From an optimization exercise on the open Yosys and OpenROAD flow, aimed at small area, a short achievable clock period and few clock cycles per item; shortcuts taken in it are not production practice. In this exercise RTL edits were held to simulation tests only and were not proved equivalent to the original.

Setup of the previous run:
==> flow/design.v (excerpt) <==
module idct_top (
	input  logic                 CLOCK_50_I,
	input  logic                 resetn,
	input  logic                 start,
	input  idct_pkg::blk_row_t   block_row,
	input  idct_pkg::blk_col_t   block_col,
	output logic                 busy,
	output logic                 done,
	input  idct_pkg::sram_data_t sram_read_data,
	output idct_pkg::sram_data_t sram_write_data,
	output idct_pkg::sram_addr_t sram_address,
	output logic                 sram_we_n
);
	localparam int L       = 3;               
	localparam int DONE_TC = 146 + L;
	localparam int WR0     = 89 + L;          
	localparam int PIX0    = 81 + L;          
	logic [7:0] tc;
	logic [7:0] ac;                           
	logic [7:0] wc;                           
	logic       accept;
	logic       run;                          
	logic       idle_i;                       
	logic       busy_n;
	logic       we_q;                         
	assign accept    = start && idle_i;
	assign run       = !idle_i && !accept;
	assign busy_n    = accept || (!idle_i && tc != 8'(DONE_TC - 1));
	assign sram_we_n = !we_q;
	always_ff @(posedge CLOCK_50_I or negedge resetn) begin
		if (!resetn) begin
			busy   <= 1'b0;
			idle_i <= 1'b1;
			done   <= 1'b0;
			tc     <= '0;
			ac     <= '0;
			wc     <= '0;
		end else begin
			busy   <= busy_n;
			idle_i <= !busy_n;
			done   <= !accept && !idle_i && tc == 8'(DONE_TC - 1);
			if (accept) begin
				tc  <= 8'd1;
				ac  <= 8'd1;
				wc  <= 8'(1 - 88 - L);
			end else if (!idle_i) begin
				tc  <= tc + 8'd1;
  ...
Size: roughly 4100 cells after synthesis, ~1900 flip-flops, about 67 I/O pins.
==> flow/config.mk <==
export PLATFORM = sky130hd
export DESIGN_NAME = idct_top
export DESIGN_NICKNAME = idct_top
export VERILOG_FILES = /design/flow/design.v
export SDC_FILE = /design/flow/constraint.sdc
export NUM_CORES = 4
export LEC_CHECK = 0
export ABC_CLOCK_PERIOD_IN_PS = 3500
export CAP_MARGIN = 20
export CORE_MARGIN = 2
export CORE_UTILIZATION = 65
export CTS_CLUSTER_DIAMETER = 100
export CTS_CLUSTER_SIZE = 30
export PLACE_DENSITY = 0.8
export SETUP_SLACK_MARGIN = 5
export SLEW_MARGIN = 20
==> flow/constraint.sdc <==
create_clock -name core_clock -period 9.0 [get_ports {CLOCK_50_I}]
set_input_delay 1.8000 -clock core_clock [delete_from_list [all_inputs] [get_ports {CLOCK_50_I}]]
set_output_delay 1.8000 -clock core_clock [all_outputs]
set_load 0.01 [all_outputs]
standard.sh (not shown) runs the stock make flow with config.mk's settings and CLKGATE_MAP_FILE= SYNTH_SCRIPT=/design/flow/synth_recipe.tcl, a recipe that flattens the netlist after the stock synthesis.
==> flow/flow/run.sh <==
#!/bin/bash
set -euo pipefail
bash standard.sh SETUP_SLACK_MARGIN=6.2 finish > flow_make.log 2>&1
Testbench counts of the previous run, summed over its fixed seeds: cycles 19,072, blocks 128.
## Diff of input files: the current run against the previous run
# the previous run
export LEC_CHECK = 0
export ABC_CLOCK_PERIOD_IN_PS = 3500
export CAP_MARGIN = 20
export CORE_MARGIN = 2
export CORE_UTILIZATION = 65
export CTS_CLUSTER_DIAMETER = 100
export CTS_CLUSTER_SIZE = 30
export PLACE_DENSITY = 0.8
export SETUP_SLACK_MARGIN = 5
export SLEW_MARGIN = 20
create_clock -name core_clock -period 9.0 [get_ports {CLOCK_50_I}]
# the current run
export LEC_CHECK = 0
export ABC_CLOCK_PERIOD_IN_PS = 3500
export CAP_MARGIN = 20
export CORE_MARGIN = 2
export CORE_UTILIZATION = 65
export CTS_CLUSTER_DIAMETER = 100
export CTS_CLUSTER_SIZE = 30
export GPL_TIMING_DRIVEN = 1
export PLACE_DENSITY = 0.8
export SETUP_SLACK_MARGIN = 5
export SLEW_MARGIN = 20
create_clock -name core_clock -period 9.0 [get_ports {CLOCK_50_I}]
==> run summary <==
- The current run has completed all stages; timing, DRC and antenna checks passed.
- Height of the die came out exactly the same in the current run and the previous run.
- Reported for the current run and the previous run, share of synthesized cell area in full adder, half adder and majority cells turned out identical to the last digit.
- From the previous run to the current run, worst setup margin did not move at all.
- Routed wire length essentially unchanged between the previous run and the current run.
- Die area came out exactly the same in the current run and the previous run.
- Reported for the current run and the previous run, number of cells after detailed placement turned out identical to the last digit.
- The previous run → the current run: clock-buffer cell count comparable; internal reg-to-reg setup slack essentially unchanged; final number of hold-violating endpoints saw little to no change; met3 capacity usage during global routing comparable; post-layout net count held.

==> afterwards: timing with drivers on the ports <==
How much do the figures lean on ideal ports? The routed layouts below were timed once more, with nothing changed but the port constraints. Step 1 (the two cells are an assumption about what drives the block):
set clk [get_ports {CLOCK_50_I}]
set_driving_cell -lib_cell sky130_fd_sc_hd__clkbuf_16 $clk
set_driving_cell -lib_cell sky130_fd_sc_hd__buf_2 [delete_from_list [all_inputs] $clk]
Step 2, shift: input delay + t, output delay - t, t = (earliest + latest rising clock arrival at the registers) / 2. This alone moves slack from input paths to output paths. Three values: no drivers, after step 1, after step 2; two values: the first two.
| run | t, ns | setup slack, ns | latest minus earliest clock arrival (ns) |
|---|---|---|---|
| the previous run | 0.720 | 5.994 / 5.945 / 5.409 | 0.027 / 0.027 |
| the current run | 0.720 | 5.994 / 5.945 / 5.409 | 0.027 / 0.027 |
After both steps setup and hold are still met in every run listed.
